This design comes from an exercise in tuning for small area and few clock cycles on the open sky130 flow, not from production work.
RTL that was checked went through simulation tests only; none was proved equivalent to the original.

red:
// rgb_to_hsv_converter_unit
module rgb_to_hsv_converter_unit #(
    parameter logic [16:0] REG_AT = 17'b00100100100100101
) (
    input  logic        aclk,
    input  logic        aresetn,
    input  logic        s_tvalid,
    output logic        s_tready,
    input  logic [23:0] s_tdata,    
    output logic        m_tvalid,
    input  logic        m_tready,
    output logic [39:0] m_tdata     
);
    logic [16:0][hsv_pkg::STEP_W-1:0] pos;   
    logic [16:0][hsv_pkg::STEP_W-1:0] src;   
    hsv_pkg::step_t        last;
    logic           en;
    hsv_prep u_prep (
        .in_valid (s_tvalid),
        .red      (s_tdata[7:0]),
        .green    (s_tdata[15:8]),
        .blue     (s_tdata[23:16]),
        .out_bits (pos[0])
    );
    for (genvar p = 0; p <= 16; p++) begin : g_pos
        if (p > 0) begin : g_step
            hsv_div #(.STEP(p - 1)) u_step (.in_bits(src[p-1]), .out_bits(pos[p]));
        end
        if (REG_AT[p]) begin : g_reg
            hsv_pkg::step_t nxt;
            logic           v_reg;
            logic [hsv_pkg::STEP_W-2:0] data_reg;
            assign nxt = pos[p];
            always_ff @(posedge aclk) begin
                if (!aresetn) begin
                    v_reg <= 1'b0;
                end else if (en) begin
                    v_reg <= nxt.v;
                end
            end
            always_ff @(posedge aclk) begin
                if (en) begin
                    data_reg <= nxt[hsv_pkg::STEP_W-2:0];
                end
            end
            assign src[p] = {v_reg, data_reg};
        end else begin : g_wire
            assign src[p] = pos[p];
        end
    end
    logic grey;
    assign last     = src[16];
    assign grey     = (last.dm == 8'hFF);
    assign m_tvalid = last.v;
    assign en       = m_tready || !m_tvalid;
    assign s_tready = en;
    assign m_tdata  = {last.hi,
                       grey ? 16'd0 : last.qs,
                       last.qh};
endmodule
==> module rgb_to_hsv_converter_unit, before the edit <==
module rgb_to_hsv_converter_unit #(
    parameter logic [16:0] REG_AT = 17'b00100100100100101
) (
    input  logic        aclk,
    input  logic        aresetn,
    input  logic        s_tvalid,
    output logic        s_tready,
    input  logic [23:0] s_tdata,    
    output logic        m_tvalid,
    input  logic        m_tready,
    output logic [39:0] m_tdata     
);
    logic [16:0][hsv_pkg::STEP_W-1:0] pos;   
    logic [16:0][hsv_pkg::STEP_W-1:0] src;   
    hsv_pkg::step_t        last;
    logic           en;
    hsv_prep u_prep (
        .in_valid (s_tvalid),
        .red      (s_tdata[7:0]),
        .green    (s_tdata[15:8]),
        .blue     (s_tdata[23:16]),
        .out_bits (pos[0])
    );
    for (genvar p = 0; p <= 16; p++) begin : g_pos
        if (p > 0) begin : g_step
            hsv_div #(.STEP(p - 1)) u_step (.in_bits(src[p-1]), .out_bits(pos[p]));
        end
        if (REG_AT[p]) begin : g_reg
            hsv_pkg::step_t nxt;
            logic           v_reg;
            logic [hsv_pkg::STEP_W-2:0] data_reg;
            assign nxt = pos[p];
            always_ff @(posedge aclk) begin
                if (!aresetn) begin
                    v_reg <= 1'b0;
                end else if (en) begin
                    v_reg <= nxt.v;
                end
            end
            always_ff @(posedge aclk) begin
                if (en) begin
                    data_reg <= nxt[hsv_pkg::STEP_W-2:0];
                end
            end
            assign src[p] = {v_reg, data_reg};
        end else begin : g_wire
            assign src[p] = pos[p];
        end
    end
    logic grey;
    assign last     = src[16];
    assign grey     = (last.dm == 8'hFF);
    assign m_tvalid = last.v;
    assign en       = m_tready || !m_tvalid;
    assign s_tready = en;
    assign m_tdata  = {last.hi,
                       grey ? 16'd0 : last.qs,
                       last.qh};
endmodule
Settings: LEC_CHECK=0, ABC_AREA=1, CAP_MARGIN=20, CORE_MARGIN=2, CORE_UTILIZATION=40, SLEW_MARGIN=20; clock period 5.0 ns.
run.sh (not shown) runs the stock make flow with config.mk's settings and CLKGATE_MAP_FILE= SYNTH_SCRIPT=/design/flow/synth_recipe.tcl, a recipe that flattens the netlist after the stock synthesis.
Testbench counts of red, summed over its fixed seeds: cycles 32,816.
#### Input delta (blue over red)
diff --git a/flow/design.v b/flow/design.v
--- a/flow/design.v
+++ b/flow/design.v
@@ -164,4 +164,4 @@
     assign m_tdata  = {last.hi,
                        grey ? 16'd0 : last.qs,
-                       last.qh};
+                       grey ? 16'd0 : last.qh};
 endmodule
==> comparison <==
NOTE synthesized cell count red->blue increased slightly
Going from red to blue, the count of clock-buffer cells in the layout was found to have gone down by about 5%.
Per-cell via count in the routed design shrinks slightly when moving from red to blue.
The via count of blue exceeds that of red by 284.
[compare] base=red new=blue: cell depth of the worst setup path went down; final instance area moved up.
For blue, only the layout was checked, not whether the RTL still works.

==> afterwards: timing with drivers on the ports <==
The flow's constraints put no driver on any port. The routed layouts listed below were extracted and timed again, unchanged, in two steps. Step 1: set_driving_cell puts a clkbuf_16 on aclk and a buf_2 on each other input, an assumption about the parent block. Step 2 also shifts input and output timing later by t, the mid clock arrival at the registers, as if the neighbouring blocks saw the same clock. a / b / c = ideal ports / drivers / drivers and shift; a / b = the first two.
| run | t, ns | slack for setup (ns) | latest minus earliest clock arrival (ns) |
|---|---|---|---|
| red | 0.601 | 0.217 / 0.217 / 0.101 | 0.024 / 0.023 |
| blue | 0.609 | 0.115 / 0.053 / 0.017 | 0.021 / 0.021 |
After both steps every run listed still meets setup and hold. The setup slack of red, which loses most, moves by 0.000 ns with the drivers and by -0.116 ns with both steps.
